What follows belongs to an exercise in optimizing a design on an open flow for small area; a production flow would make more cautious choices. In this exercise RTL edits were held to simulation tests only and were not proved equivalent to the original. No driver is modelled on the clock port, so clocking that relies on it looks cheaper here than on a real chip. Power figures rest on the tool's default switching activity, not on a simulated workload.

### flow/run.sh
#!/bin/bash
# Standard layout with three changes: small port buffers, no CTS dummy
# loads, and a power (area) recovery pass after CTS. make's output goes to
# standard.log; each ORFS step keeps its own log under orfs/logs.
set -euo pipefail
here=$(pwd)
export BUFFER_PORTS_ARGS="-buffer_cell sky130_fd_sc_hd__buf_1"
export CTS_ARGS="-sink_clustering_enable -repair_clock_nets -dont_use_dummy_load -buf_list sky130_fd_sc_hd__clkbuf_4 -sink_clustering_size 10 -sink_clustering_max_diameter 40"
export POST_CTS_TCL="$here/flow/post_cts.tcl"
bash standard.sh > standard.log 2>&1
### flow/post_cts.tcl
# after CTS and its timing repair: size down cells that have slack to spare
puts "post_cts: recovering area on paths with slack"
estimate_parasitics -placement
repair_timing -recover_power 100 -verbose
detailed_placement
check_placement -verbose
report_design_area
### standard.sh
#!/bin/bash
# synth_recipe.tcl (not shown) runs the flow's synth.tcl, then flattens the netlist and writes it again
# the make line also repeats each setting of config.mk as NAME=value (left out here)
make -C /OpenROAD-flow-scripts/flow DESIGN_CONFIG=/design/flow/config.mk WORK_HOME=/design/flow/orfs CLKGATE_MAP_FILE= SYNTH_SCRIPT=/design/flow/synth_recipe.tcl "${@:-finish}"
### config.mk
export PLATFORM = sky130hd
export DESIGN_NAME = mcm_chip
export DESIGN_NICKNAME = mcm_chip
export VERILOG_FILES = /design/flow/design.v
export SDC_FILE = /design/flow/constraint.sdc
export NUM_CORES = 4
export LEC_CHECK = 0
export CAP_MARGIN = 0
export CORE_MARGIN = 2
export CORE_UTILIZATION = 60
export HOLD_SLACK_MARGIN = 0
export SLEW_MARGIN = 0
export SYNTH_HIERARCHICAL = 1
### constraint.sdc
create_clock -name core_clock -period 5.0 [get_ports {clk}]
set_input_delay 1.0000 -clock core_clock [delete_from_list [all_inputs] [get_ports {clk}]]
set_output_delay 1.0000 -clock core_clock [all_outputs]
set_load 0.01 [all_outputs]
### design.v
package mcm_pkg;
	typedef enum logic [16-1:0] {
		CMD_NOP               = 16'd0,
		CMD_SET_QUAD_COUNT    = 16'd1,
		CMD_REQ_QUAD_COUNT    = 16'd2,
		CMD_SET_INTRPT_MASK   = 16'd3,
		CMD_REQ_INTRPT_STATUS = 16'd4,
		CMD_CLR_INTRPT        = 16'd5
	} spi_cmd_e;
	typedef struct packed {
		spi_cmd_e                    cmd;
		logic [8-1:0]  addr;
		logic [40-1:0]  data;
	} spi_frame_t;
	typedef enum logic [1:0] {
		SPI_IDLE,
		SPI_SHIFT,
		SPI_DONE
	} spi_state_e;
	typedef logic [32-1:0] quad_count_t;
	typedef struct packed {
		logic a;
		logic b;
	} quad_pins_t;
	typedef struct packed {
		logic ul;
		logic ll;
		logic index;
	} limit_pins_t;
	typedef logic [3-1:0] intrpt_status_t;
	typedef logic [4-1:0] slot_mask_t;
endpackage
`timescale 1ns/1ps
module spi_sr_bit
(
	input  logic load_i,
	input  logic load_bit_i,
	input  logic shift_i,
	input  logic shift_bit_i,
	input  logic hold_i,
	input  logic q_i,
	output logic d_o
);
	assign d_o = (load_i & load_bit_i) | (shift_i & shift_bit_i) | (hold_i & q_i);
endmodule
`timescale 1ns/1ps
module quad_cnt_bit_p
(
	input  logic q_i,
	input  logic c_i,
	input  logic up_i,
	input  logic load_i,
	input  logic d_i,
	output logic d_o,
	output logic x_o,
	output logic c_n_o
);
	assign x_o   = ~(q_i ^ up_i);
	assign c_n_o = ~(c_i & x_o);
	assign d_o   = load_i ? d_i : (q_i ^ c_i);
endmodule
module quad_cnt_bit_n
(
	input  logic q_i,
	input  logic c_n_i,
	input  logic up_i,
	input  logic load_i,
	input  logic d_i,
	output logic d_o,
	output logic x_n_o,
	output logic c_o
);
	assign x_n_o = q_i ^ up_i;
	assign c_o   = ~(c_n_i | x_n_o);
	assign d_o   = load_i ? d_i : ~(q_i ^ c_n_i);
endmodule
`timescale 1ns/1ps
module reply_sel_bit
(
	input  logic [3:0] sel_i,
	input  logic [3:0] bit_i,
	input  logic       hold_i,
	input  logic       q_i,
	output logic       d_o
);
	assign d_o = |(sel_i & bit_i) | (hold_i & q_i);
endmodule
`timescale 1ns/1ps
module mcm_top
(
	input  logic        clk,
	input  logic        rst_n_i,
	input  logic        spi_clk_i,
	input  logic        spi_scsn_i,
	input  logic        spi_mosi_i,
	output logic        spi_miso_o,
	input  logic [7:0]  quad_i,
	input  logic [11:0] limit_i,
	output logic [3:0]  intrpt_o
);
	logic [2:0]  pin_meta_q;
	logic [2:0]  pin_sync_q;
	logic [1:0]  pin_prev_q;
	logic        sclk_rise;
	logic        sclk_fall;
	logic        scsn_rise;
	logic        scsn_fall;
	logic        mosi_s;
	logic        shift_q;
	logic        done_q;
	logic        frame_start;
	logic [6:0]  bit_cnt_q;
	logic        lvl0_q;
	logic        lead_q;
	logic        hi_zero_q;
	logic [43:0] sr_q;
	logic        sr_shift;
	logic        tx_valid;
	logic        tx_bit;
	always_ff @(posedge clk or negedge rst_n_i)
	begin
		if (!rst_n_i)
		begin
			pin_meta_q <= 3'b010;
			pin_sync_q <= 3'b010;
			pin_prev_q <= 2'b10;
		end
		else
		begin
			pin_meta_q <= {spi_mosi_i, spi_scsn_i, spi_clk_i};
			pin_sync_q <= pin_meta_q;
			pin_prev_q <= pin_sync_q[1:0];
		end
	end
	assign sclk_rise = pin_sync_q[0] & ~pin_prev_q[0];
	assign sclk_fall = ~pin_sync_q[0] & pin_prev_q[0];
	assign scsn_rise = pin_sync_q[1] & ~pin_prev_q[1];
	assign scsn_fall = ~pin_sync_q[1] & pin_prev_q[1];
	assign mosi_s    = pin_sync_q[2];
	assign frame_start = scsn_fall & ~shift_q;
	always_ff @(posedge clk or negedge rst_n_i)
	begin
		if (!rst_n_i)
		begin
			shift_q <= 1'b0;
			done_q  <= 1'b0;
		end
		else
		begin
			shift_q <= shift_q ? ~scsn_rise : scsn_fall;
			done_q  <= shift_q & scsn_rise & (bit_cnt_q == 7'd64);
		end
	end
	always_ff @(posedge clk)
	begin
		if (frame_start)
			bit_cnt_q <= '0;
		else if (shift_q && sclk_rise && !scsn_rise && (bit_cnt_q != '1))
			bit_cnt_q <= bit_cnt_q + 1'b1;
	end
	logic        cmd_hi_zero;
	logic [2:0]  cmd_lo;
	logic [7:0]  addr;
	logic [31:0] data;
	logic        is_set_count;
	logic        is_req_count;
	logic        is_set_mask;
	logic        is_req_status;
	logic        is_clr;
	logic        req;
	logic [3:0]  slot_hit;
	assign cmd_hi_zero = hi_zero_q & ~lead_q;
	assign cmd_lo      = sr_q[43:41];
	assign addr        = sr_q[40:33];
	assign data        = sr_q[31:0];
	assign is_set_count  = cmd_hi_zero && (cmd_lo == 3'd1);
	assign is_req_count  = cmd_hi_zero && (cmd_lo == 3'd2);
	assign is_set_mask   = cmd_hi_zero && (cmd_lo == 3'd3);
	assign is_req_status = cmd_hi_zero && (cmd_lo == 3'd4);
	assign is_clr        = cmd_hi_zero && (cmd_lo == 3'd5);
	assign req           = done_q && (is_req_count || is_req_status);
	for (genvar s = 0; s < 4; s++)
	begin : g_hit
		assign slot_hit[s] = done_q && (addr == 8'(s));
	end
	logic         reply_c4_q;
	logic         reply_c2_q;
	logic         reply_in_range_q;
	logic [7:0]   reply_addr_q;
	logic [31:0]  reply_data_q;
	logic         reply_addr_ok;
	logic         reply_hi_ok;
	logic         reply_lo_ok;
	logic [127:0] counts;
	logic [11:0]  statuses;
	always_ff @(posedge clk or negedge rst_n_i)
	begin
		if (!rst_n_i)
		begin
			reply_c4_q <= 1'b0;
			reply_c2_q <= 1'b0;
		end
		else if (req)
		begin
			reply_c4_q <= is_req_status;
			reply_c2_q <= is_req_count;
		end
	end
	always_ff @(posedge clk)
	begin
		if (req)
		begin
			reply_in_range_q   <= (addr[7:2] == 6'd0);
			reply_addr_q       <= addr;
			reply_data_q[2:0]  <= is_req_count ? count_sel_lo :
				statuses[3*addr[1:0] +: 3];
		end
	end
	logic [3:0]  slot_sel;
	logic [3:0]  req_sel;
	logic [2:0]  count_sel_lo;
	logic [31:3] reply_data_d;
	for (genvar s = 0; s < 4; s++)
	begin : g_sel
		assign slot_sel[s] = (addr[1:0] == 2'(s));
		assign req_sel[s]  = req && slot_sel[s];
	end
	for (genvar i = 3; i < 32; i++)
	begin : g_count_sel
		reply_sel_bit i_sel (
			.sel_i  (req_sel),
			.bit_i  ({counts[96+i], counts[64+i], counts[32+i], counts[i]}),
			.hold_i (!req),
			.q_i    (reply_data_q[i]),
			.d_o    (reply_data_d[i])
		);
	end
	assign count_sel_lo = counts[32*addr[1:0] +: 3];
	always_ff @(posedge clk)
		reply_data_q[31:3] <= reply_data_d;
	assign reply_addr_ok = reply_c4_q | reply_c2_q;
	assign reply_hi_ok   = reply_c2_q & reply_in_range_q;
	assign reply_lo_ok   = reply_addr_ok & reply_in_range_q;
	assign sr_shift = shift_q && sclk_rise &&
		(((bit_cnt_q >= 7'd13) && (bit_cnt_q <= 7'd24)) || (bit_cnt_q >= 7'd32));
	logic [43:0] sr_load;
	logic [43:0] sr_load_en;
	logic [43:0] sr_d;
	logic        sr_shift_only;
	logic        sr_hold;
	assign sr_load = {reply_c4_q, reply_c2_q, 1'b0, reply_addr_q, 1'b0, reply_data_q};
	assign sr_load_en = {{3{frame_start}}, {8{frame_start & reply_addr_ok}}, frame_start,
		{29{frame_start & reply_hi_ok}}, {3{frame_start & reply_lo_ok}}};
	assign sr_shift_only = sr_shift & ~frame_start;
	assign sr_hold       = ~sr_shift & ~frame_start;
	for (genvar i = 0; i < 44; i++)
	begin : g_sr
		spi_sr_bit i_sr_bit (
			.load_i      (sr_load_en[i]),
			.load_bit_i  (sr_load[i]),
			.shift_i     (sr_shift_only),
			.shift_bit_i ((i == 0) ? mosi_s : sr_q[(i == 0) ? 0 : i-1]),
			.hold_i      (sr_hold),
			.q_i         (sr_q[i]),
			.d_o         (sr_d[i])
		);
	end
	always_ff @(posedge clk)
		sr_q <= sr_d;
	always_ff @(posedge clk)
	begin
		if (frame_start)
		begin
			lvl0_q    <= pin_sync_q[0];
			hi_zero_q <= 1'b1;
		end
		else if (shift_q && sclk_rise)
		begin
			if (bit_cnt_q == 7'd0)
				lead_q <= mosi_s;
			else if (bit_cnt_q[6])
				lead_q <= sr_q[43];
			if ((bit_cnt_q >= 7'd1) && (bit_cnt_q <= 7'd12) && mosi_s)
				hi_zero_q <= 1'b0;
		end
	end
	always_comb
	begin
		if (!lvl0_q)
		begin
			tx_valid = ((bit_cnt_q >= 7'd13) && (bit_cnt_q <= 7'd23)) ||
				((bit_cnt_q >= 7'd32) && (bit_cnt_q <= 7'd63));
			tx_bit   = sr_q[43];
		end
		else
		begin
			tx_valid = ((bit_cnt_q >= 7'd12) && (bit_cnt_q <= 7'd22)) ||
				((bit_cnt_q >= 7'd31) && (bit_cnt_q <= 7'd62));
			tx_bit   = ((bit_cnt_q == 7'd12) || (bit_cnt_q == 7'd31)) ? sr_q[43] : sr_q[42];
		end
	end
	always_ff @(posedge clk or negedge rst_n_i)
	begin
		if (!rst_n_i)
			spi_miso_o <= 1'b0;
		else if (frame_start)
			spi_miso_o <= 1'b0;
		else if (shift_q && scsn_rise)
			spi_miso_o <= 1'b0;
		else if (shift_q && sclk_fall)
			spi_miso_o <= tx_valid & tx_bit;
	end
	logic        cnt_live_q;
	logic [31:0] cnt_data;
	always_ff @(posedge clk or negedge rst_n_i)
	begin
		if (!rst_n_i)
			cnt_live_q <= 1'b0;
		else
			cnt_live_q <= 1'b1;
	end
	assign cnt_data = data & {32{cnt_live_q}};
	for (genvar s = 0; s < 4; s++)
	begin : g_slot
		logic [1:0]  q_meta_q;
		logic [1:0]  q_sync_q;
		logic        step_up_d;
		logic        step_dn_d;
		logic        step_up;
		logic        step_dn;
		logic [31:0] count_q;
		logic [31:0] count_d;
		logic [31:0] x;
		logic [32:0] c;
		logic        lo_all;
		logic        load;
		assign load = (slot_hit[s] && is_set_count) || !cnt_live_q;
		always_comb
		begin
			step_up_d = 1'b0;
			step_dn_d = 1'b0;
			case ({q_sync_q, q_meta_q})
				4'b0010, 4'b1011, 4'b1101, 4'b0100: step_up_d = 1'b1;
				4'b0001, 4'b0111, 4'b1110, 4'b1000: step_dn_d = 1'b1;
				default: step_up_d = 1'b0;
			endcase
		end
		always_ff @(posedge clk or negedge rst_n_i)
		begin
			if (!rst_n_i)
			begin
				q_meta_q <= '0;
				q_sync_q <= '0;
				step_up  <= 1'b0;
				step_dn  <= 1'b0;
			end
			else
			begin
				q_meta_q <= quad_i[2*s +: 2];
				q_sync_q <= q_meta_q;
				step_up  <= step_up_d;
				step_dn  <= step_dn_d;
			end
		end
		assign lo_all = &x[15:0];
		assign c[0]  = step_up | step_dn;
		assign c[16] = c[0] & lo_all;
		for (genvar i = 0; i < 32; i += 2)
		begin : g_bit
			logic c_n_next;
			logic c_next;
			logic x_n;
			quad_cnt_bit_p i_even (
				.q_i    (count_q[i]),
				.c_i    (c[i]),
				.up_i   (step_up),
				.load_i (load),
				.d_i    (cnt_data[i]),
				.d_o    (count_d[i]),
				.x_o    (x[i]),
				.c_n_o  (c_n_next)
			);
			quad_cnt_bit_n i_odd (
				.q_i    (count_q[i+1]),
				.c_n_i  (c_n_next),
				.up_i   (step_up),
				.load_i (load),
				.d_i    (cnt_data[i+1]),
				.d_o    (count_d[i+1]),
				.x_n_o  (x_n),
				.c_o    (c_next)
			);
			assign x[i+1] = ~x_n;
			if ((i % 16) != 14)
			begin : g_ripple
				assign c[i+2] = c_next;
			end
		end
		always_ff @(posedge clk)
			count_q <= count_d;
		assign counts[32*s +: 32] = count_q;
		logic [2:0] l_meta_q;
		logic [2:0] l_sync_q;
		logic [2:0] l_prev_q;
		logic [2:0] status_q;
		logic [2:0] mask_q;
		logic [2:0] mask_d;
		logic [2:0] clr;
		logic       intrpt_q;
		always_ff @(posedge clk or negedge rst_n_i)
		begin
			if (!rst_n_i)
			begin
				l_meta_q <= '0;
				l_sync_q <= '0;
				l_prev_q <= '0;
				status_q <= '0;
				mask_q   <= '0;
				intrpt_q <= 1'b0;
			end
			else
			begin
				l_meta_q <= {limit_i[3*s], limit_i[3*s+1], limit_i[3*s+2]};
				l_sync_q <= l_meta_q;
				l_prev_q <= l_sync_q;
				status_q <= (status_q & ~clr) | (l_sync_q & ~l_prev_q);
				mask_q   <= mask_d;
				intrpt_q <= |(status_q & ~clr & mask_d);
			end
		end
		assign clr    = (slot_hit[s] && is_clr) ? data[2:0] : 3'b000;
		assign mask_d = (slot_hit[s] && is_set_mask) ? data[2:0] : mask_q;
		assign statuses[3*s +: 3] = status_q;
		assign intrpt_o[s]        = intrpt_q;
	end
endmodule
`timescale 1ns/1ps
module mcm_chip (
	input  logic                               clk,
	input  logic                               rst_n_i,
	input  logic                               spi_clk_i,
	input  logic                               spi_scsn_i,
	input  logic                               spi_mosi_i,
	output logic                               spi_miso_o,
	input  logic [2*4-1:0]        quad_i,
	input  logic [3*4-1:0]        limit_i,
	output logic [4-1:0]          intrpt_o
);
	mcm_top i_mcm_top (
		.clk        (clk),
		.rst_n_i    (rst_n_i),
		.spi_clk_i  (spi_clk_i),
		.spi_scsn_i (spi_scsn_i),
		.spi_mosi_i (spi_mosi_i),
		.spi_miso_o (spi_miso_o),
		.quad_i     (quad_i),
		.limit_i    (limit_i),
		.intrpt_o   (intrpt_o)
	);
endmodule
==> flow_metrics.tcl, run 1 <==
set metrics [dict create \
    finalNetCount 1568 \
    grt_first_pass_wirelength_um 54600 \
    post-route-min-period_ps 4490 \
    place_area_um2 15000 \
    reg2reg_slack_ps 510 \
    overflow 0 \
    antenna_found_initial 1 \
    synthesis.area_um2 14400 \
    dp_slack_ps 500 \
    io_pins 30 \
    wirelength_um 33400 \
    p_per_area_nw_per_um2 310 \
    firstDrtPassIters 7 \
    rsz0062_at_grt "false" \
    ant_nets 0 \
    num_rows 56 \
    final_max_slew_viol_count 0 \
    power_mw 4.75 \
    die-area_um2 25200 \
    clk_pin_slew_worst_paths_ps 100 \
    clock_sinks 325 \
    grt_pass1_vias 10400 \
    period_share 0.898 \
    slew_headroom 0.307 \
    dp_cells 1806 \
    cp.arrival_ps 5050 \
    layout_common_cells "nand2_1 (249), dfxtp_1 (209), o21ai_0 (150)" \
    ys_warn_count 7 \
    finalInstanceArea_um2 15300 \
    end_kind "flop" \
    num_vias 10800 \
    setup_violations 0 \
    total_leakage_power_nw 6.14 \
    utilization 0.653 \
    synthCells 1457 \
    die_y_um 159 \
    crit_required_ps 5570 \
    crit_buf_inv 0 \
    stdcell_count 1858 \
    fmax_mhz 223 \
    drtIter0Drc 1008 \
    skew_ps 65.6 \
    worstPathCellList "xnor2_1 > nor4bb_1 > nand3_1 > nor2_1 > nand2_1 > nor2_1 > nand2_1 > nor2_1 > nand2_1 > nor2_1 > nand2_1 > nor2_1 > nand2_1 > nor2_1 > nand2_1 > nor2_1 > nand2_1 > nor2_1 > nand2_1 > xor2_1 > o21ai_0" \
    drcViolationCount 0 \
    chipWidth_um 159 \
    syn2layout_area_growth_pct 6.81 \
    routabilityCongestion 0.856 \
    startpoint_type "flop" \
    path_depth 21 \
    cts_tree "yes" \
    grt.total_usage 0.264 \
    outcome "timing/DRC/antenna clean" \
    path_delay_family "simple AND/OR/NAND/NOR gates" \
    avgViaCountPerCell 5.79 \
    core_um2 23500 \
    mostFrequentLayoutCell "nand2_1" \
    timing_hold_violations_final 0 \
    dp_hpwl_um 22400 \
    critPathSlowestCell "dfrtp_2" \
    hold_path_class "primary input to asynchronous set/reset pin" \
    drive_gt1_frac 0.0748 \
    io_buffers 29 \
    worstRegToRegCells 21 \
    start_util 0.612 \
    max_stage_delay_ps 770 \
    syn_avg_cell_area_um2 9.86 \
    fin_ws_ps 511 \
    drt-wirelength-per-cell_um 18.0 \
    grt_max_degree 75 \
    ir_drop_mv 0.228 \
    clk_latency_ps 680 \
    tightest_slew_ps 1030 \
    criticalPathCategory "flop to flop" \
    drv_cap 0 \
    crit_fanout 22 \
]
[metal layers]
metal / wire (um) / part of all wire / global-route usage / vias to the layer above
li1: - / - / - / 5258
met1: 15200 / 0.45 / 0.364 / 5151
met2: 15500 / 0.46 / 0.434 / 279
met3: 1860 / 0.056 / 0.0384 / 67
met4: 818 / 0.025 / 0.0813 / 0
met5: 0 / 0 / 0 / -
[flip-flops by register name, indices dropped and copies added, names as in the netlist, 12 cells and up]
register and flops:
i_mcm_top.reply_data_q 32, i_mcm_top.sr_q 44, i_mcm_top.g_slot.mask_q 12, i_mcm_top.g_slot.l_prev_q 12, i_mcm_top.g_slot.l_meta_q 12, i_mcm_top.g_slot.status_q 12, i_mcm_top.g_slot.l_sync_q 12, i_mcm_top.g_slot.count_q 128
[power by group]
| part | switching (mW) | total (mW) | internal (mW) |
|---|---|---|---|
| clock network | 0.828 | 1.24 | 0.413 |
| registers | 0.160 | 2.90 | 2.74 |
| logic | 0.331 | 0.613 | 0.282 |
[through the flow]
stage | setup TNS, ps | hold slack (ps)
5_1_grt | 0 | 141
3_5_place_dp | 0 | 338
2_1_floorplan | -14750 | 331
3_3_place_gp | 0 | 332
6_report | 0 | 185
[cell type report]
type                    instances  area [um2]
fillers                      1989        8130
flip-flops and latches        325        7170
multi-input cells            1051        6860
well taps                     319         399
clock buffers                  45         338
repair buffers                 54         338
inverters                      63         236
diodes                          1        2.50
[final timing paths]
path,start,end
hold / removal,rst_n_i,i_mcm_top.g_slot[2].l_prev_q[2]
hold reg to reg,i_mcm_top.pin_meta_q[0],i_mcm_top.pin_sync_q[0]
max in group asynchronous,rst_n_i,i_mcm_top.g_slot[3].intrpt_q
setup reg to reg,i_mcm_top.g_slot[3].step_up,i_mcm_top.g_slot[3].count_q[31]
min in group core_clock,i_mcm_top.pin_meta_q[0],i_mcm_top.pin_sync_q[0]
setup / recovery,i_mcm_top.g_slot[3].step_up,i_mcm_top.g_slot[3].count_q[31]
==> run 2: changes to the inputs <==
--- a/flow/run.sh
+++ b/flow/run.sh
@@ -7,4 +7,6 @@
 export BUFFER_PORTS_ARGS="-buffer_cell sky130_fd_sc_hd__buf_1"
 export CTS_ARGS="-sink_clustering_enable -repair_clock_nets -dont_use_dummy_load -buf_list sky130_fd_sc_hd__clkbuf_4 -sink_clustering_size 10 -sink_clustering_max_diameter 40"
 export POST_CTS_TCL="$here/flow/post_cts.tcl"
+export RECOVER_POWER=100
+export POST_GLOBAL_ROUTE_TCL="$here/flow/post_grt.tcl"
 bash standard.sh > standard.log 2>&1
==> flow/post_grt.tcl (new file) <==
# after global route and its power recovery: repair any slew or
# capacitance the downsizing broke, then route the changed nets again
puts "post_grt: repair design after power recovery"
global_route -start_incremental
estimate_parasitics -global_routing
repair_design -verbose
detailed_placement
global_route -end_incremental
check_placement -verbose
estimate_parasitics -global_routing
report_design_area
==> flow_metrics.tcl, run 2 <==
set metrics [dict create \
    outcome "timing/DRC/antenna clean" \
    num_rows 56 \
    mostFrequentLayoutCell "nand2_1" \
    regMostFlops "i_mcm_top.g_slot.count_q" \
    critPathSlowestCell "dfrtp_1" \
    routabilityCongestion 0.856 \
    crit_required_ps 5510 \
    synthCells 1457 \
    drv_cap 0 \
    end_kind "flop" \
    grt_max_degree 75 \
    post-route-min-period_ps 4600 \
    num_vias 10800 \
    crit_start "i_mcm_top.g_slot[1].step_up" \
    antenna_found_initial 1 \
    skew_ps 63.7 \
    layout_common_cells "nand2_1 (249), dfxtp_1 (209), o21ai_0 (159)" \
    drtIter0Drc 946 \
    die_y_um 159 \
    syn2layout_area_growth_pct 6.40 \
    p_switching_mw 1.32 \
    core_um2 23500 \
    seq_power_share 0.611 \
    reg2reg_slack_ps 400 \
    final_max_slew_viol_count 0 \
    worstRegToRegCells 21 \
    p_per_area_nw_per_um2 310 \
    firstDrtPassIters 7 \
    io_pins 30 \
    swShare 0.277 \
    dp_cells 1806 \
    dp_slack_ps 500 \
    synthesis.area_um2 14400 \
    power_mw 4.74 \
    drcViolationCount 0 \
    dp_hpwl_um 22400 \
    start_util 0.612 \
    r2r-start "i_mcm_top.g_slot[1].step_up" \
    timing_hold_violations_final 0 \
    cp.arrival_ps 5120 \
    die-area_um2 25200 \
    total_leakage_power_nw 6.10 \
    overflow 0 \
    crit_fanout 18 \
    grt.total_usage 0.264 \
    clock_sinks 325 \
    io_buffers 29 \
    avgViaCountPerCell 5.82 \
    largest_register_ffs 128 \
    wirelength_um 33300 \
    utilization 0.651 \
    slew_headroom 0.138 \
    ys_warn_count 7 \
    max_stage_delay_ps 900 \
    grt_pass1_vias 10400 \
    ir_drop_mv 0.228 \
    finalNetCount 1569 \
    grt_first_pass_wirelength_um 54600 \
    chipWidth_um 159 \
    clk_latency_ps 680 \
    cts_tree "yes" \
    setup_tns_ps 0 \
    drt-wirelength-per-cell_um 17.9 \
    clk_pin_slew_worst_paths_ps 100 \
    r2r-end "i_mcm_top.g_slot[1].count_q[31]" \
    ant_nets 0 \
    p_comb_frac 0.128 \
    worstSetupEndpoint "i_mcm_top.g_slot[1].count_q[31]" \
    clock_power_share 0.262 \
    worstPathCellList "xnor2_1 > nor4bb_1 > nand3_1 > nor2_1 > nand2_1 > nor2_1 > nand2_1 > nor2_1 > nand2_1 > nor2_1 > nand2_1 > nor2_1 > nand2_1 > nor2_1 > nand2_1 > nor2_1 > nand2_1 > nor2_1 > nand2_1 > xor2_1 > o21ai_0" \
    fmax_mhz 217 \
    fin_ws_ps 395 \
    syn_avg_cell_area_um2 9.86 \
    setup_violations 0 \
    reg_top3 "i_mcm_top.g_slot.count_q (128), i_mcm_top.sr_q (44), i_mcm_top.reply_data_q (32)" \
    criticalPathCategory "flop to flop" \
    drive_gt1_frac 0.0663 \
    startpoint_type "flop" \
    hold_path_class "flop to flop" \
    stdcell_count 1859 \
    period_share 0.921 \
    tightest_slew_ps 1290 \
    p_int_mw 3.43 \
]
-- run 2: cell types whose count changed in the layout (fill, tap and decap cells not counted), sizes merged --
cell    previous run  this run
buf               44        40
clkbuf            55        60
-- run 2: worst min path at each step --
stage | endpoint | slack [ps] | cells after the start | startpoint
after detailed placement | i_mcm_top.g_slot[0].l_sync_q[0] | 340 | 0 | i_mcm_top.g_slot[0].l_meta_q[0]
final | i_mcm_top.pin_sync_q[0] | 330 | 0 | i_mcm_top.pin_meta_q[0]
after global placement | i_mcm_top.g_slot[2].l_sync_q[0] | 330 | 0 | i_mcm_top.g_slot[2].l_meta_q[0]
after floorplan | i_mcm_top.g_slot[0].l_sync_q[0] | 330 | 0 | i_mcm_top.g_slot[0].l_meta_q[0]
-- run 2: layout make-up --
type                    count  area [um2]
inverters                  63         236
flip-flops and latches    325        7160
repair buffers             55         292
clock buffers              45         338
well taps                 319         399
multi-input cells        1051        6850
fillers                  2000        8190
diodes                      1        2.50
-- run 2: per-layer routing --
| layer | global-route usage | share of wire | up-vias |
|---|---|---|---|
| met5 | 0 | 0 | - |
| met4 | 0.0813 | 0.024 | 0 |
| met3 | 0.0384 | 0.064 | 68 |
| met2 | 0.434 | 0.47 | 333 |
| met1 | 0.364 | 0.44 | 5164 |
| li1 | - | - | 5255 |
-- run 2: power by group through the flow --
stage	clock, mW	combinational, mW	sequential [mW]
global placement	0	0.609	2.95
floorplan	0	0.465	2.92
finish	1.24	0.606	2.90
detailed placement	0	0.619	2.95
-- run 2: worst max-delay path: cells and delay by family, from the launching register on --
family           cells  cell delay (ps)
AND/OR/NAND/NOR     18             3140
flip-flops           1              900
XOR/XNOR             2              340
AO/OA/AOI/OAI        1               80
-- run 2: metrics by stage --
step	hold WS, ps	cell area (um2)
6_report	332	15300
3_3_place_gp	332	15000
3_5_place_dp	338	15000
2_1_floorplan	331	14400
==> run 3: changes to the inputs <==
--- a/config.mk
+++ b/config.mk
@@ -7,7 +7,7 @@
 export LEC_CHECK = 0
 export CAP_MARGIN = 0
 export CORE_MARGIN = 2
-export CORE_UTILIZATION = 60
+export CORE_UTILIZATION = 50
 export HOLD_SLACK_MARGIN = 0
 export SLEW_MARGIN = 0
 export SYNTH_HIERARCHICAL = 1
==> flow_metrics.tcl, run 3 <==
set metrics [dict create \
    finalInstanceArea_um2 15400 \
    max_stage_delay_ps 780 \
    die_y_um 173 \
    clock_power_share 0.267 \
    largest_register_ffs 128 \
    clk_pin_slew_worst_paths_ps 100 \
    core_um2 28500 \
    outcome "timing/DRC/antenna clean" \
    cts_tree "yes" \
    wirelength_um 35000 \
    worstPathCellList "buf_4 > xor2_1 > nor4bb_1 > nand3_1 > nor2_1 > nand2_1 > nor2_1 > nand2_1 > nor2_1 > nand2_1 > nor2_1 > nand2_1 > nor2_1 > nand2_1 > nor2_1 > nand2_1 > nor2_1 > nand2_1 > nor2_1 > nand2_1 > xor2_1 > o21ai_0" \
    io_pins 30 \
    ant_nets 0 \
    p_int_mw 3.46 \
    synthCells 1457 \
    drcViolationCount 0 \
    chipWidth_um 173 \
    drive_gt1_frac 0.0708 \
    mostFrequentLayoutCell "nand2_1" \
    grt.total_usage 0.236 \
    setup_violations 0 \
    grt_pass1_vias 10900 \
    total_leakage_power_nw 6.11 \
    overflow 0 \
    period_share 0.899 \
    routabilityCongestion 0.850 \
    syn_avg_cell_area_um2 9.86 \
    slew_headroom 0.163 \
    grt-busiest-layer "met2" \
    dp_cells 1872 \
    hold_path_class "primary input to asynchronous set/reset pin" \
    synthesis.area_um2 14400 \
    firstDrtPassIters 8 \
    criticalPathCategory "flop to flop" \
    antenna_found_initial 1 \
    tightest_slew_ps 1240 \
    p_per_area_nw_per_um2 311 \
    end_kind "flop" \
    place_area_um2 15100 \
    clk_latency_ps 690 \
    drt-wirelength-per-cell_um 18.2 \
    timing_hold_violations_final 0 \
    grt_first_pass_wirelength_um 57400 \
    seq_power_share 0.605 \
    ys_warn_count 7 \
    ir_drop_mv 0.190 \
    p_comb_frac 0.129 \
    drtIter0Drc 880 \
    p_switching_mw 1.33 \
    reg_top3 "i_mcm_top.g_slot.count_q (128), i_mcm_top.sr_q (44), i_mcm_top.reply_data_q (32)" \
    num_vias 10700 \
    holdWs_ps 169 \
    use_met1 0.307 \
    skew_ps 60.0 \
    r2r-start "i_mcm_top.g_slot[3].step_up" \
    fmax_mhz 223 \
    grt_max_degree 72 \
    drv_cap 0 \
    syn2layout_area_growth_pct 7.08 \
    dp_hpwl_um 23400 \
    critPathSlowestCell "dfrtp_2" \
    io_buffers 29 \
    startpoint_type "flop" \
    crit_fanout 20 \
    avgViaCountPerCell 5.58 \
    finalNetCount 1569 \
    num-fill-cells 2642 \
    clock_sinks 325 \
    crit_start "i_mcm_top.g_slot[3].step_up" \
    use_met3 0.0338 \
    use_met2 0.404 \
    final_max_slew_viol_count 0 \
    start_util 0.504 \
    crit_required_ps 5510 \
    die-area_um2 30100 \
    layout_common_cells "nand2_1 (249), dfxtp_1 (209), o21ai_0 (156)" \
    regMostFlops "i_mcm_top.g_slot.count_q" \
    cp.arrival_ps 5010 \
    post-route-min-period_ps 4490 \
    num_rows 62 \
    swShare 0.278 \
    stdcell_count 1924 \
]
[run 3: routing by layer]
metal  vias to the layer above  part of all wire
met3                        61             0.050
met1                      5150              0.44
li1                       5253                 -
met4                         0             0.024
met2                       267              0.48
met5                         -                 0
[run 3: power groups by stage]
stage          clock [mW]  sequential (mW)  combinational, mW
2_1_floorplan           0             2.92              0.465
3_3_place_gp            0             2.95              0.619
3_5_place_dp            0             2.95              0.626
6_report             1.28             2.89              0.616
[run 3: stage by stage]
step           TNS (ps)  setup slack (ps)  utilization  power (mW)
2_1_floorplan    -14750              -115            -        3.38
3_3_place_gp          0               714        0.531        3.57
3_5_place_dp          0               598        0.531        3.58
6_report              0               507        0.540        4.79
[run 3: final cells by class]
type                       count  area, um2  area share
multi-input combinational   1051       6860       0.446
antenna                        1       2.50    0.000163
clock buffer                  48        360      0.0234
inverter                      63        236      0.0154
timing repair buffer          52        263      0.0171
tap                          384        480      0.0312
sequential                   325       7170       0.466
[run 3: path summary, 6_finish.rpt]
check | endpoint | slack, ps | cells past startpoint
min reg2reg | i_mcm_top.pin_sync_q[1] | 300 | 0
min | i_mcm_top.g_slot[2].l_meta_q[2] | 170 | 1
max in group asynchronous | i_mcm_top.g_slot[1].step_up | 3260 | 3
max reg2reg | i_mcm_top.g_slot[3].count_q[31] | 510 | 22
min in group core_clock | i_mcm_top.pin_sync_q[1] | 300 | 0
max | i_mcm_top.g_slot[3].count_q[31] | 510 | 22
[run 3: worst max-delay path, delay by kind of cell (launching register included)]
kind	cells	cell delay [ps]
AND/OR/NAND/NOR	18	2850
flip-flops	1	780
buffers and inverters	1	350
XOR/XNOR	2	240
AO/OA/AOI/OAI	1	80
==> run 4: changes to the inputs <==
--- a/config.mk
+++ b/config.mk
@@ -7,7 +7,7 @@
 export LEC_CHECK = 0
 export CAP_MARGIN = 0
 export CORE_MARGIN = 2
-export CORE_UTILIZATION = 50
+export CORE_UTILIZATION = 72
 export HOLD_SLACK_MARGIN = 0
 export SLEW_MARGIN = 0
 export SYNTH_HIERARCHICAL = 1
==> flow_metrics.tcl, run 4 <==
set metrics [dict create \
    chipWidth_um 145 \
    start_util 0.735 \
    ir_drop_mv 0.248 \
    drv_cap 0 \
    drcViolationCount 0 \
    synthesis.area_um2 14400 \
    setup_violations 0 \
    regMostFlops "i_mcm_top.g_slot.count_q" \
    register_area_um2 7170 \
    fmax_mhz 222 \
    num_vias 11100 \
    avgViaCountPerCell 6.16 \
    tightest_slew_ps 1410 \
    outcome "timing/DRC/antenna clean" \
    io_pins 30 \
    num_rows 51 \
    place_area_um2 15000 \
    timing_hold_violations_final 0 \
    antenna_found_initial 0 \
    hold_path_startpoint "i_mcm_top.pin_meta_q[1]" \
    period_share 0.902 \
    dp_hpwl_um 23000 \
    ys_warn_count 7 \
    critPathSlowestCell "dfrtp_4" \
    drt-wirelength-per-cell_um 19.0 \
    criticalPathCategory "flop to flop" \
    grt_first_pass_wirelength_um 56200 \
    mostFrequentLayoutCell "nand2_1" \
    p_per_area_nw_per_um2 310 \
    firstDrtPassIters 7 \
    slew_headroom 0.0545 \
    num-fill-cells 1441 \
    die-area_um2 21100 \
    post-route-min-period_ps 4510 \
    overflow 0 \
    cts_tree "yes" \
    clock_sinks 325 \
    end_kind "flop" \
    largest_register_ffs 128 \
    final_max_slew_viol_count 0 \
    clk_pin_slew_worst_paths_ps 100 \
    wirelength_um 34200 \
    startpoint_type "flop" \
    max_stage_delay_ps 660 \
    core_um2 19500 \
    clk_latency_ps 670 \
    multi_input_area_um2 6870 \
    skew_ps 62.7 \
    crit_fanout 24 \
    dp_cells 1752 \
    routabilityCongestion 0.928 \
    ant_nets 0 \
    total_leakage_power_nw 6.09 \
    holdWs_ps 340 \
    worstPathCellList "xnor2_1 > nor4bb_1 > nand3_1 > nor2_1 > nand2_1 > nor2_1 > nand2_1 > nor2_1 > nand2_1 > nor2_1 > nand2_1 > nor2_1 > nand2_1 > nor2_1 > nand2_1 > nor2_1 > nand2_1 > nor2_1 > nand2_1 > xor2_1 > o21ai_0" \
    hold_path_class "flop to flop" \
    stdcell_count 1797 \
    grt_pass1_vias 11100 \
    die_y_um 145 \
    r2r-end "i_mcm_top.g_slot[3].count_q[31]" \
    path_delay_family "simple AND/OR/NAND/NOR gates" \
    antenna_cells 0 \
    reg2reg_slack_ps 490 \
    cp.arrival_ps 5010 \
    worstRegToRegCells 21 \
    layout_common_cells "nand2_1 (249), dfxtp_1 (209), o21ai_0 (155)" \
    finalNetCount 1562 \
    drive_gt1_frac 0.0672 \
    r2r-start "i_mcm_top.g_slot[3].step_up" \
    min_to "i_mcm_top.pin_sync_q[1]" \
    syn_avg_cell_area_um2 9.86 \
    grt.total_usage 0.328 \
    reg_top3 "i_mcm_top.g_slot.count_q (128), i_mcm_top.sr_q (44), i_mcm_top.reply_data_q (32)" \
    crit_required_ps 5500 \
    finalInstanceArea_um2 15200 \
    hold_depth 0 \
    syn2layout_area_growth_pct 5.79 \
    io_buffers 29 \
    drtIter0Drc 1029 \
    grt_max_degree 71 \
    setup_tns_ps 0 \
    synthCells 1457 \
    crit_buf_inv 0 \
]
[run 4: cell types whose count changed in the layout (fill, tap and decap cells not counted), moves of 2 or more]
cell	previous run	this run
buf_12	0	2
clkbuf_1	6	4
clkbuf_4	49	44
mux2_2	13	11
mux2_1	1	3
o21ai_2	0	2
[run 4: worst register-to-register path: cells and delay by family, from the launching register on]
kind             cells  cell delay (ps)
AO/OA/AOI/OAI        1               80
XOR/XNOR             2              400
flip-flops           1              660
AND/OR/NAND/NOR     18             3180
[run 4: per-stage QoR]
step                       util  power [mW]  setup WS [ps]
after floorplan               -        3.38           -115
after global placement    0.766        3.55            671
after detailed placement  0.766        3.58            476
final                     0.778        4.71            490
[run 4: per-layer routing]
layer / vias to the layer above / part of all wire / GRT usage
met3: 97 / 0.069 / 0.0459
met2: 415 / 0.49 / 0.555
met4: 0 / 0.032 / 0.116
li1: 5256 / - / -
met1: 5293 / 0.41 / 0.434
met5: - / 0 / 0
[run 4: area by class of cell]
| cell class | count | share of cell area |
|---|---|---|
| clock buffers | 42 | 0.0208 |
| inverters | 63 | 0.0156 |
| repair buffers | 51 | 0.0178 |
| flip-flops and latches | 325 | 0.472 |
| multi-input cells | 1051 | 0.452 |
| well taps | 265 | 0.0218 |
[run 4: how the worst max path moves through the flow]
| stage | from | end | slack, ps | cells past startpoint |
|---|---|---|---|---|
| after detailed placement | i_mcm_top.g_slot[3].step_up | i_mcm_top.g_slot[3].count_q[31] | 480 | 21 |
| after global placement | i_mcm_top.g_slot[3].step_up | i_mcm_top.g_slot[3].count_q[31] | 670 | 21 |
| after floorplan | i_mcm_top.sr_q[40] | i_mcm_top.g_slot[0].count_q[0] | -120 | 5 |
| final | i_mcm_top.g_slot[3].step_up | i_mcm_top.g_slot[3].count_q[31] | 490 | 21 |
[run 4: power by group]
group | switching [mW] | internal (mW)
Sequential | 0.156 | 2.74
Combinational | 0.347 | 0.278
Clock | 0.803 | 0.387
==> run 5: changes to the inputs <==
--- a/design.v
+++ b/design.v
@@ -75,6 +75,17 @@
 	assign d_o   = load_i ? d_i : ~(q_i ^ c_n_i);
 endmodule
 `timescale 1ns/1ps
+module intrpt_mask_bit
+(
+	input  logic set_i,
+	input  logic set_bit_i,
+	input  logic hold_i,
+	input  logic q_i,
+	output logic d_o
+);
+	assign d_o = (set_i & set_bit_i) | (hold_i & q_i);
+endmodule
+`timescale 1ns/1ps
 module reply_sel_bit
 (
 	input  logic [3:0] sel_i,
@@ -266,7 +277,14 @@
 		);
 	end
 	always_ff @(posedge clk)
-		sr_q <= sr_d;
+		sr_q[43:32] <= sr_d[43:32];
+	always_ff @(posedge clk or negedge rst_n_i)
+	begin
+		if (!rst_n_i)
+			sr_q[31:0] <= '0;
+		else
+			sr_q[31:0] <= sr_d[31:0];
+	end
 	always_ff @(posedge clk)
 	begin
 		if (frame_start)
@@ -311,7 +329,6 @@
 			spi_miso_o <= tx_valid & tx_bit;
 	end
 	logic        cnt_live_q;
-	logic [31:0] cnt_data;
 	always_ff @(posedge clk or negedge rst_n_i)
 	begin
 		if (!rst_n_i)
@@ -319,7 +336,6 @@
 		else
 			cnt_live_q <= 1'b1;
 	end
-	assign cnt_data = data & {32{cnt_live_q}};
 	for (genvar s = 0; s < 4; s++)
 	begin : g_slot
 		logic [1:0]  q_meta_q;
@@ -375,7 +391,7 @@
 				.c_i    (c[i]),
 				.up_i   (step_up),
 				.load_i (load),
-				.d_i    (cnt_data[i]),
+				.d_i    (data[i]),
 				.d_o    (count_d[i]),
 				.x_o    (x[i]),
 				.c_n_o  (c_n_next)
@@ -385,7 +401,7 @@
 				.c_n_i  (c_n_next),
 				.up_i   (step_up),
 				.load_i (load),
-				.d_i    (cnt_data[i+1]),
+				.d_i    (data[i+1]),
 				.d_o    (count_d[i+1]),
 				.x_n_o  (x_n),
 				.c_o    (c_next)
@@ -429,7 +445,18 @@
 			end
 		end
 		assign clr    = (slot_hit[s] && is_clr) ? data[2:0] : 3'b000;
-		assign mask_d = (slot_hit[s] && is_set_mask) ? data[2:0] : mask_q;
+		logic set_mask;
+		assign set_mask = slot_hit[s] && is_set_mask;
+		for (genvar b = 0; b < 3; b++)
+		begin : g_mask
+			intrpt_mask_bit i_mask_bit (
+				.set_i     (set_mask),
+				.set_bit_i (data[b]),
+				.hold_i    (!set_mask),
+				.q_i       (mask_q[b]),
+				.d_o       (mask_d[b])
+			);
+		end
 		assign statuses[3*s +: 3] = status_q;
 		assign intrpt_o[s]        = intrpt_q;
 	end
==> flow_metrics.tcl, run 5 <==
set metrics [dict create \
    grt_pass1_vias 10300 \
    fin_ws_ps 464 \
    overflow 0 \
    criticalPathCategory "flop to flop" \
    drcViolationCount 0 \
    critPathSlowestCell "dfrtp_1" \
    regMostFlops "i_mcm_top.g_slot.count_q" \
    core_um2 19400 \
    worstPathCellList "buf_4 > xnor2_1 > nor4bb_1 > nand3_1 > nor2_1 > nand2_1 > nor2_1 > nand2_1 > nor2_1 > nand2_1 > nor2_1 > nand2_1 > nor2_1 > nand2_1 > nor2_1 > nand2_1 > nor2_1 > nand2_1 > nor2_1 > nand2_1 > xor2_1 > o21ai_0" \
    wirelength_um 31700 \
    final_max_slew_viol_count 0 \
    tightest_slew_ps 1330 \
    setup_violations 0 \
    routabilityCongestion 0.870 \
    syn_avg_cell_area_um2 10.1 \
    grt_max_degree 72 \
    dp_hpwl_um 21100 \
    die-area_um2 20900 \
    p_switching_mw 1.26 \
    p_comb_frac 0.125 \
    drive_gt1_frac 0.0599 \
    skew_ps 55.9 \
    clock_power_share 0.256 \
    cp.arrival_ps 5000 \
    antenna_found_initial 2 \
    firstDrtPassIters 6 \
    grt_first_pass_wirelength_um 51500 \
    ant_nets 0 \
    drt-wirelength-per-cell_um 18.1 \
    finalNetCount 1517 \
    avgViaCountPerCell 6.11 \
    chipWidth_um 144 \
    startpoint_type "flop" \
    dp_slack_ps 698 \
    drv_cap 0 \
    worstRegToRegCells 22 \
    multi_input_area_um2 6590 \
    outcome "timing/DRC/antenna clean" \
    num_rows 51 \
    swShare 0.272 \
    die_y_um 144 \
    p_int_mw 3.39 \
    clk_latency_ps 670 \
    io_buffers 29 \
    p_per_area_nw_per_um2 309 \
    fmax_mhz 220 \
    reg_top3 "i_mcm_top.g_slot.count_q (128), i_mcm_top.sr_q (44), i_mcm_top.reply_data_q (32)" \
    end_kind "flop" \
    num-fill-cells 1400 \
    setup_tns_ps 0 \
    stdcell_count 1754 \
    largest_register_ffs 128 \
    max_stage_delay_ps 750 \
    drtIter0Drc 1111 \
    synthCells 1409 \
    slew_headroom 0.117 \
    crit_required_ps 5460 \
    num_vias 10700 \
    ys_warn_count 7 \
    hold_path_class "primary input to asynchronous set/reset pin" \
    total_leakage_power_nw 6.22 \
    ir_drop_mv 0.268 \
    syn2layout_area_growth_pct 6.01 \
    utilization 0.777 \
    clk_pin_slew_worst_paths_ps 110 \
    seq_power_share 0.619 \
    layout_common_cells "nand2_1 (249), dfxtp_1 (177), xnor2_1 (133)" \
    post-route-min-period_ps 4540 \
    io_pins 30 \
    grt.total_usage 0.312 \
    timing_hold_violations_final 0 \
    crit_fanout 11 \
    clock_sinks 325 \
    synthesis.area_um2 14200 \
    period_share 0.907 \
    start_util 0.733 \
    register_area_um2 7320 \
    power_mw 4.65 \
    cts_tree "yes" \
    mostFrequentLayoutCell "nand2_1" \
    dp_cells 1704 \
]
## run 5: cell types whose count changed in the layout (fill, tap and decap cells not counted), sizes merged, moves of 10 or more
cell   before  now
o21ai     174  138
mux2       14    4
and2       38    9
dfxtp     209  177
dfrtp      99  131
nand3      10   20
a22o        0   23
## run 5: layer usage
| layer | GRT usage | vias to the layer above | wire length [um] |
|---|---|---|---|
| li1 | - | 5093 | - |
| met1 | 0.433 | 5146 | 13900 |
| met2 | 0.518 | 419 | 15100 |
| met3 | 0.0430 | 54 | 2180 |
| met4 | 0.0864 | 0 | 561 |
| met5 | 0 | - | 0 |
## run 5: path summary, 6_finish.rpt
path,startpoint,endpoint,slack [ps]
worst max-delay path,i_mcm_top.g_slot[3].step_up,i_mcm_top.g_slot[3].count_q[31],460
worst min-delay path,rst_n_i,i_mcm_top.g_slot[3].q_sync_q[1],320
max in group asynchronous,rst_n_i,i_mcm_top.g_slot[2].mask_q[2],3390
worst max register to register,i_mcm_top.g_slot[3].step_up,i_mcm_top.g_slot[3].count_q[31],460
worst min register to register,i_mcm_top.g_slot[3].l_meta_q[1],i_mcm_top.g_slot[3].l_sync_q[1],350
min in group core_clock,i_mcm_top.g_slot[3].l_meta_q[1],i_mcm_top.g_slot[3].l_sync_q[1],350
## run 5: through the flow
stage,instance area [um2],hold WS (ps)
finish,15100,319
global placement,14800,332
detailed placement,14800,335
floorplan,14200,331
## run 5: final cells by class
cell class | count | area share
antenna | 2 | 0.000332
timing repair buffer | 54 | 0.0175
inverter | 64 | 0.0159
sequential | 325 | 0.486
multi-input combinational | 1002 | 0.437
clock buffer | 42 | 0.0209
tap | 265 | 0.0220
## run 5: power by group through the flow
stage	sequential [mW]	combinational (mW)	clock, mW
6_report	2.88	0.580	1.19
3_5_place_dp	2.93	0.587	0
3_3_place_gp	2.93	0.569	0
2_1_floorplan	2.90	0.440	0
## run 5: worst max-delay path: cells and delay by family, from the launching register on
kind | cells | cell delay, ps
xor+xnor | 2 | 290
flops | 1 | 750
buf+inv | 1 | 330
simple gates | 18 | 2880
compound gates | 1 | 80
==> run 6: changes to the inputs <==
--- a/design.v
+++ b/design.v
@@ -217,16 +217,24 @@
 			reply_c2_q <= is_req_count;
 		end
 	end
-	always_ff @(posedge clk)
-	begin
-		if (req)
-		begin
-			reply_in_range_q   <= (addr[7:2] == 6'd0);
-			reply_addr_q       <= addr;
-			reply_data_q[2:0]  <= is_req_count ? count_sel_lo :
-				statuses[3*addr[1:0] +: 3];
-		end
+	logic [11:0] reply_small_load;
+	logic [11:0] reply_small_q;
+	logic [11:0] reply_small_d;
+	assign reply_small_load = {addr[7:2] == 6'd0, addr,
+		is_req_count ? count_sel_lo : statuses[3*addr[1:0] +: 3]};
+	for (genvar b = 0; b < 12; b++)
+	begin : g_reply_small
+		intrpt_mask_bit i_hold_bit (
+			.set_i     (req),
+			.set_bit_i (reply_small_load[b]),
+			.hold_i    (!req),
+			.q_i       (reply_small_q[b]),
+			.d_o       (reply_small_d[b])
+		);
 	end
+	always_ff @(posedge clk)
+		reply_small_q <= reply_small_d;
+	assign {reply_in_range_q, reply_addr_q, reply_data_q[2:0]} = reply_small_q;
 	logic [3:0]  slot_sel;
 	logic [3:0]  req_sel;
 	logic [2:0]  count_sel_lo;
--- a/config.mk
+++ b/config.mk
@@ -7,7 +7,7 @@
 export LEC_CHECK = 0
 export CAP_MARGIN = 0
 export CORE_MARGIN = 2
-export CORE_UTILIZATION = 72
+export CORE_UTILIZATION = 80
 export HOLD_SLACK_MARGIN = 0
 export SLEW_MARGIN = 0
 export SYNTH_HIERARCHICAL = 1
==> flow_metrics.tcl, run 6 <==
set metrics [dict create \
    outcome "timing/DRC/antenna clean" \
    worstRegToRegCells 22 \
    utilization 0.863 \
    clock_power_share 0.255 \
    timing_hold_violations_final 0 \
    core_um2 17300 \
    antenna_found_initial 1 \
    clk_pin_slew_worst_paths_ps 110 \
    final_max_slew_viol_count 0 \
    crit_buf_inv 1 \
    syn2layout_area_growth_pct 5.50 \
    tightest_slew_ps 1210 \
    criticalPathCategory "flop to flop" \
    io_pins 30 \
    seq_power_share 0.614 \
    drtIter0Drc 1281 \
    syn_avg_cell_area_um2 9.98 \
    register_area_um2 7210 \
    grt_pass1_vias 11100 \
    ys_warn_count 7 \
    crit_start "i_mcm_top.g_slot[3].step_up" \
    setup_tns_ps 0 \
    ir_drop_mv 0.257 \
    num_rows 48 \
    die_y_um 137 \
    synthesis.area_um2 14200 \
    avgViaCountPerCell 6.55 \
    hold_path_class "flop to flop" \
    grt_first_pass_wirelength_um 55200 \
    num-fill-cells 935 \
    crit_fanout 18 \
    layout_common_cells "nand2_1 (244), dfxtp_1 (189), xnor2_1 (133)" \
    wirelength_um 34900 \
    finalInstanceArea_um2 14900 \
    r2r-start "i_mcm_top.g_slot[3].step_up" \
    drv_cap 0 \
    clk_latency_ps 660 \
    p_switching_mw 1.31 \
    slew_headroom 0.195 \
    io_buffers 29 \
    cp_common_cell "nand2_1" \
    mostFrequentLayoutCell "nand2_1" \
    p_int_mw 3.39 \
    grt.total_usage 0.375 \
    chipWidth_um 137 \
    drive_gt1_frac 0.0590 \
    fmax_mhz 220 \
    power_mw 4.70 \
    place_area_um2 14700 \
    cts_tree "yes" \
    post-route-min-period_ps 4540 \
    reg_top3 "i_mcm_top.g_slot.count_q (128), i_mcm_top.sr_q (44), i_mcm_top.reply_data_q (29)" \
    p_comb_frac 0.130 \
    hold_depth 0 \
    largest_register_ffs 128 \
    startpoint_type "flop" \
    hold_path_startpoint "i_mcm_top.g_slot[0].l_meta_q[1]" \
    die-area_um2 18800 \
    dp_hpwl_um 23000 \
    reg2reg_slack_ps 460 \
    routabilityCongestion 0.875 \
    total_leakage_power_nw 6.22 \
    grt_max_degree 77 \
    worstPathCellList "buf_4 > xnor2_1 > nor4bb_1 > nand2_1 > nor2_1 > nand2_1 > nor2_1 > nand2_1 > nor2_1 > nand2_1 > nor2_1 > nand2_1 > nor2_1 > nand2_1 > nor2_1 > nand2_1 > nor2_1 > nand2_1 > nor2_1 > nand2_1 > xor2_1 > o21ai_1" \
    end_kind "flop" \
    path_delay_family "simple AND/OR/NAND/NOR gates" \
    min_to "i_mcm_top.g_slot[0].l_sync_q[1]" \
    cp.arrival_ps 5060 \
    ant_nets 0 \
    start_util 0.818 \
    swShare 0.279 \
    drcViolationCount 0 \
    synthCells 1418 \
    firstDrtPassIters 8 \
    multi_input_area_um2 6660 \
    overflow 0 \
    regMostFlops "i_mcm_top.g_slot.count_q" \
    crit_required_ps 5510 \
    period_share 0.909 \
    clock_sinks 325 \
    max_stage_delay_ps 640 \
    drt-wirelength-per-cell_um 20.3 \
    p_per_area_nw_per_um2 314 \
    critPathSlowestCell "dfrtp_2" \
    r2r-end "i_mcm_top.g_slot[3].count_q[31]" \
    skew_ps 39.6 \
    setup_violations 0 \
    num_vias 11300 \
    finalNetCount 1522 \
]
-- run 6: power by group through the flow --
stage / clock network, mW / registers (mW) / logic [mW]
finish: 1.20 / 2.88 / 0.612
detailed placement: 0 / 2.94 / 0.614
global placement: 0 / 2.93 / 0.584
floorplan: 0 / 2.90 / 0.468
-- run 6: worst max path at each step --
stage	to	slack, ps	depth (start not counted)
2_1_floorplan	i_mcm_top.sr_q[0]	210	9
3_3_place_gp	i_mcm_top.g_slot[1].count_q[31]	830	21
3_5_place_dp	i_mcm_top.g_slot[3].count_q[31]	600	22
6_report	i_mcm_top.g_slot[3].count_q[31]	460	22
-- run 6: worst reg2reg max path: cells and delay by family, from the launching register on --
kind	cells	cell delay [ps]
compound gates	1	90
flops	1	640
xor+xnor	2	350
simple gates	18	2900
buf+inv	1	400
-- run 6: per-layer routing --
metal  vias to the layer above  global-route usage  share of wire
met5                         -                   0              0
li1                       5113                   -              -
met1                      5430               0.495           0.40
met2                       585               0.617           0.48
met4                         0               0.153          0.038
met3                       130              0.0652          0.088
-- run 6: through the flow --
step | setup WS, ps | cells | hold slack, ps
2_1_floorplan | 205 | 1419 | 331
3_3_place_gp | 829 | 1672 | 331
3_5_place_dp | 597 | 1672 | 335
6_report | 456 | 1718 | 341
-- run 6: area by class of cell --
cell class | instances | area share
sequential | 325 | 0.482
multi-input combinational | 1012 | 0.446
clock buffer | 42 | 0.0211
tap | 225 | 0.0189
inverter | 65 | 0.0163
timing repair buffer | 48 | 0.0148
antenna | 1 | 0.000168
==> run 7: changes to the inputs <==
--- a/config.mk
+++ b/config.mk
@@ -7,7 +7,7 @@
 export LEC_CHECK = 0
 export CAP_MARGIN = 0
 export CORE_MARGIN = 2
-export CORE_UTILIZATION = 80
+export CORE_UTILIZATION = 72
 export HOLD_SLACK_MARGIN = 0
 export SLEW_MARGIN = 0
 export SYNTH_HIERARCHICAL = 1
==> flow_metrics.tcl, run 7 <==
set metrics [dict create \
    synthCells 1418 \
    layout_common_cells "nand2_1 (244), dfxtp_1 (189), o21ai_0 (136)" \
    r2r-start "i_mcm_top.g_slot[0].step_up" \
    reg_top3 "i_mcm_top.g_slot.count_q (128), i_mcm_top.sr_q (44), i_mcm_top.reply_data_q (29)" \
    dp_cells 1715 \
    finalInstanceArea_um2 15000 \
    crit_start "i_mcm_top.g_slot[0].step_up" \
    regMostFlops "i_mcm_top.g_slot.count_q" \
    grt_max_degree 65 \
    drive_gt1_frac 0.0595 \
    post-route-min-period_ps 4480 \
    critPathSlowestCell "dfrtp_2" \
    io_buffers 29 \
    clock_sinks 325 \
    setup_tns_ps 0 \
    antenna_found_initial 1 \
    timing_hold_violations_final 0 \
    stdcell_count 1762 \
    grt_pass1_vias 10700 \
    syn_avg_cell_area_um2 9.98 \
    setup_violations 0 \
    grt.total_usage 0.326 \
    period_share 0.896 \
    path_depth 22 \
    num_vias 10800 \
    place_area_um2 14700 \
    grt_first_pass_wirelength_um 53700 \
    cp.arrival_ps 5050 \
    crit_fanout 17 \
    drcViolationCount 0 \
    avgViaCountPerCell 6.15 \
    path_delay_family "simple AND/OR/NAND/NOR gates" \
    end_kind "flop" \
    chipWidth_um 144 \
    cts_tree "yes" \
    max_stage_delay_ps 710 \
    overflow 0 \
    crit_required_ps 5570 \
    syn2layout_area_growth_pct 5.99 \
    finalNetCount 1526 \
    firstDrtPassIters 8 \
    die-area_um2 20800 \
    drt-wirelength-per-cell_um 18.9 \
    p_per_area_nw_per_um2 313 \
    hold_path_startpoint "i_mcm_top.g_slot[0].l_meta_q[2]" \
    ant_nets 0 \
    final_max_slew_viol_count 0 \
    power_mw 4.69 \
    total_leakage_power_nw 6.23 \
    ys_warn_count 7 \
    fmax_mhz 223 \
    hold_depth 0 \
    clk_latency_ps 660 \
    io_pins 30 \
    num-fill-cells 1411 \
    dp_slack_ps 564 \
    dp_hpwl_um 22200 \
    wirelength_um 33300 \
    start_util 0.730 \
    mostFrequentLayoutCell "nand2_1" \
    die_y_um 144 \
    hold_path_class "flop to flop" \
    criticalPathCategory "flop to flop" \
    worstRegToRegCells 22 \
    drtIter0Drc 949 \
    skew_ps 56.0 \
    outcome "timing/DRC/antenna clean" \
    clk_pin_slew_worst_paths_ps 100 \
    crit_buf_inv 1 \
    core_um2 19400 \
    holdWs_ps 348 \
    slew_headroom 0.123 \
    num_rows 51 \
    utilization 0.773 \
    routabilityCongestion 0.901 \
    largest_register_ffs 128 \
    reg2reg_slack_ps 520 \
    ir_drop_mv 0.208 \
    synthesis.area_um2 14200 \
    cp_common_cell "nand2_1" \
    worstPathCellList "buf_4 > xnor2_1 > nor4bb_1 > nand2_1 > nor2_1 > nand2_1 > nor2_1 > nand2_1 > nor2_1 > nand2_1 > nor2_1 > nand2_1 > nor2_1 > nand2_1 > nor2_1 > nand2_1 > nor2_1 > nand2_1 > nor2_1 > nand2_1 > xor2_1 > o21ai_0" \
    drv_cap 0 \
    startpoint_type "flop" \
    tightest_slew_ps 1320 \
    fin_ws_ps 518 \
]
-- run 7: layout make-up --
cell class	count	area (um2)	share of cell area
timing repair buffer	52	243	0.0162
inverter	65	244	0.0163
clock buffer	42	315	0.0210
multi-input combinational	1012	6660	0.444
sequential	325	7210	0.480
tap	265	332	0.0221
antenna	1	2.50	0.000167
-- run 7: power by group --
part / leakage [nW] / total [mW] / switching (mW) / internal [mW]
Clock: 0.193 / 1.19 / 0.798 / 0.388
Combinational: 2.85 / 0.620 / 0.343 / 0.277
Sequential: 3.19 / 2.88 / 0.159 / 2.72
Total: 6.23 / 4.69 / 1.30 / 3.39
-- run 7: worst reg2reg max path: stages (launching register included) --
cell	delay, ps
dfrtp_2	710
buf_4	410
xnor2_1	190
nor4bb_1	240
nand2_1	100
nor2_1	160
nand2_1	110
nor2_1	200
nand2_1	110
nor2_1	190
nand2_1	120
nor2_1	190
nand2_1	120
nor2_1	220
nand2_1	130
nor2_1	210
nand2_1	120
nor2_1	180
nand2_1	120
nor2_1	190
nand2_1	90
xor2_1	150
o21ai_0	150
-- run 7: worst paths after layout --
| kind | endpoint |
|---|---|
| max in group asynchronous | i_mcm_top.sr_q[7] |
| hold / removal | i_mcm_top.g_slot[0].l_sync_q[2] |
| setup reg to reg | i_mcm_top.g_slot[0].count_q[31] |
| min in group asynchronous | i_mcm_top.pin_sync_q[2] |
| setup / recovery | i_mcm_top.g_slot[0].count_q[31] |
| hold reg to reg | i_mcm_top.g_slot[0].l_sync_q[2] |
-- run 7: metal layers --
metal / wire (um) / track usage / share of wire / vias up
met3: 2490 / 0.0550 / 0.075 / 88
met2: 16100 / 0.552 / 0.48 / 419
met5: 0 / 0 / 0 / -
li1: - / - / - / 5131
met1: 13900 / 0.431 / 0.42 / 5197
met4: 845 / 0.102 / 0.025 / 0
==> run 8: changes to the inputs <==
--- a/config.mk
+++ b/config.mk
@@ -9,5 +9,6 @@
 export CORE_MARGIN = 2
 export CORE_UTILIZATION = 72
 export HOLD_SLACK_MARGIN = 0
+export PLACE_DENSITY = 0.75
 export SLEW_MARGIN = 0
 export SYNTH_HIERARCHICAL = 1
==> flow_metrics.tcl, run 8 <==
set metrics [dict create \
    largest_register_ffs 128 \
    utilization 0.773 \
    crit_required_ps 5570 \
    cts_tree "yes" \
    worstRegToRegCells 22 \
    p_per_area_nw_per_um2 313 \
    io_buffers 29 \
    drcViolationCount 0 \
    period_share 0.896 \
    max_stage_delay_ps 710 \
    routabilityCongestion 0.901 \
    regMostFlops "i_mcm_top.g_slot.count_q" \
    wirelength_um 33300 \
    cp.arrival_ps 5050 \
    skew_ps 56.0 \
    total_leakage_power_nw 6.23 \
    synthesis.area_um2 14200 \
    timing_hold_violations_final 0 \
    antenna_found_initial 1 \
    clk_latency_ps 660 \
    drive_gt1_frac 0.0595 \
    ys_warn_count 7 \
    clock_sinks 325 \
    tightest_slew_ps 1320 \
    drt-wirelength-per-cell_um 18.9 \
    crit_fanout 17 \
    hold_depth 0 \
    outcome "timing/DRC/antenna clean" \
    core_um2 19400 \
    end_kind "flop" \
    dp_slack_ps 564 \
    grt_max_degree 65 \
    fin_ws_ps 518 \
    path_depth 22 \
    avgViaCountPerCell 6.15 \
    worstPathCellList "buf_4 > xnor2_1 > nor4bb_1 > nand2_1 > nor2_1 > nand2_1 > nor2_1 > nand2_1 > nor2_1 > nand2_1 > nor2_1 > nand2_1 > nor2_1 > nand2_1 > nor2_1 > nand2_1 > nor2_1 > nand2_1 > nor2_1 > nand2_1 > xor2_1 > o21ai_0" \
    dp_hpwl_um 22200 \
    grt_first_pass_wirelength_um 53700 \
    drv_cap 0 \
    ant_nets 0 \
    power_mw 4.69 \
    finalNetCount 1526 \
    drtIter0Drc 949 \
    critPathSlowestCell "dfrtp_2" \
    setup_violations 0 \
    die_y_um 144 \
    final_max_slew_viol_count 0 \
    chipWidth_um 144 \
    synthCells 1418 \
    fmax_mhz 223 \
    reg2reg_slack_ps 520 \
    hold_path_class "flop to flop" \
    num_rows 51 \
    layout_common_cells "nand2_1 (244), dfxtp_1 (189), o21ai_0 (136)" \
    r2r-start "i_mcm_top.g_slot[0].step_up" \
    num-fill-cells 1411 \
    min_to "i_mcm_top.g_slot[0].l_sync_q[2]" \
    startpoint_type "flop" \
    syn_avg_cell_area_um2 9.98 \
    grt_pass1_vias 10700 \
    io_pins 30 \
    r2r-end "i_mcm_top.g_slot[0].count_q[31]" \
    start_util 0.730 \
    overflow 0 \
    reg_top3 "i_mcm_top.g_slot.count_q (128), i_mcm_top.sr_q (44), i_mcm_top.reply_data_q (29)" \
    hold_path_startpoint "i_mcm_top.g_slot[0].l_meta_q[2]" \
    num_vias 10800 \
    mostFrequentLayoutCell "nand2_1" \
    ir_drop_mv 0.208 \
    criticalPathCategory "flop to flop" \
    setup_tns_ps 0 \
    die-area_um2 20800 \
    path_delay_family "simple AND/OR/NAND/NOR gates" \
    syn2layout_area_growth_pct 5.99 \
    clk_pin_slew_worst_paths_ps 100 \
    post-route-min-period_ps 4480 \
    firstDrtPassIters 8 \
    crit_buf_inv 1 \
    grt.total_usage 0.326 \
    cp_common_cell "nand2_1" \
    slew_headroom 0.123 \
]
run 8: layout make-up:
cell class / instances / area [um2] / area share
clock buffer: 42 / 315 / 0.0210
multi-input combinational: 1012 / 6660 / 0.444
inverter: 65 / 244 / 0.0163
tap: 265 / 332 / 0.0221
sequential: 325 / 7210 / 0.480
timing repair buffer: 52 / 243 / 0.0162
antenna: 1 / 2.50 / 0.000167
run 8: worst register-to-register path, cell delays in order, from the launching register on:
cell and delay, ps:
dfrtp_2 710, buf_4 410, xnor2_1 190, nor4bb_1 240, nand2_1 100, nor2_1 160, nand2_1 110, nor2_1 200
nand2_1 110, nor2_1 190, nand2_1 120, nor2_1 190, nand2_1 120, nor2_1 220, nand2_1 130, nor2_1 210
nand2_1 120, nor2_1 180, nand2_1 120, nor2_1 190, nand2_1 90, xor2_1 150, o21ai_0 150
run 8: how the worst max path moves through the flow:
stage	start	to	slack [ps]
after floorplan	i_mcm_top.bit_cnt_q[1]	i_mcm_top.sr_q[0]	210
after global placement	i_mcm_top.g_slot[3].step_up	i_mcm_top.g_slot[3].count_q[15]	710
after detailed placement	i_mcm_top.g_slot[3].step_up	i_mcm_top.g_slot[3].count_q[31]	560
final	i_mcm_top.g_slot[0].step_up	i_mcm_top.g_slot[0].count_q[31]	520
run 8: layer usage:
metal | global-route usage | routed length (um) | up-vias
li1 | - | - | 5131
met1 | 0.431 | 13900 | 5197
met2 | 0.552 | 16100 | 419
met3 | 0.0550 | 2490 | 88
met5 | 0 | 0 | -
met4 | 0.102 | 845 | 0
run 8: power by group:
group	leakage, nW	internal [mW]	switching, mW
registers	3.19	2.72	0.159
logic	2.85	0.277	0.343
clock network	0.193	0.388	0.798
total	6.23	3.39	1.30
run 8: per-stage QoR:
step | area [um2] | hold WS, ps | instances
after detailed placement | 14700 | 336 | 1715
after floorplan | 14200 | 331 | 1419
after global placement | 14700 | 331 | 1715
final | 15000 | 348 | 1762

==> afterwards: timing with drivers on the ports <==
The flow's constraints put no driver on any port. The routed layouts listed below were extracted and timed again, unchanged, in two steps. Step 1 assumes that a clkbuf_16 drives the clock port and a buf_2 every other input. Step 2 moves the port delays by t, midway between the first and last clock arrival at a register: inputs arrive t later, outputs are due t later. That takes back most of the time a late clock gives input paths. a / b / c = ideal / step 1 / step 2; a / b = the first two.
run | t (ns) | slack for setup (ns) | worst setup path at the end
run 1 | 0.688 | 0.511 / 0.511 / 0.511 | register to register
run 2 | 0.688 | 0.395 / 0.395 / 0.395 | register to register
run 3 | 0.703 | 0.507 / 0.507 / 0.507 | register to register
run 4 | 0.674 | 0.490 / 0.490 / 0.490 | register to register
run 5 | 0.683 | 0.464 / 0.464 / 0.464 | register to register
run 6 | 0.686 | 0.456 / 0.456 / 0.456 | register to register
run 7 | 0.683 | 0.518 / 0.518 / 0.518 | register to register
run 8 | 0.683 | 0.518 / 0.518 / 0.518 | register to register
After both steps setup and hold are still met in every run listed.
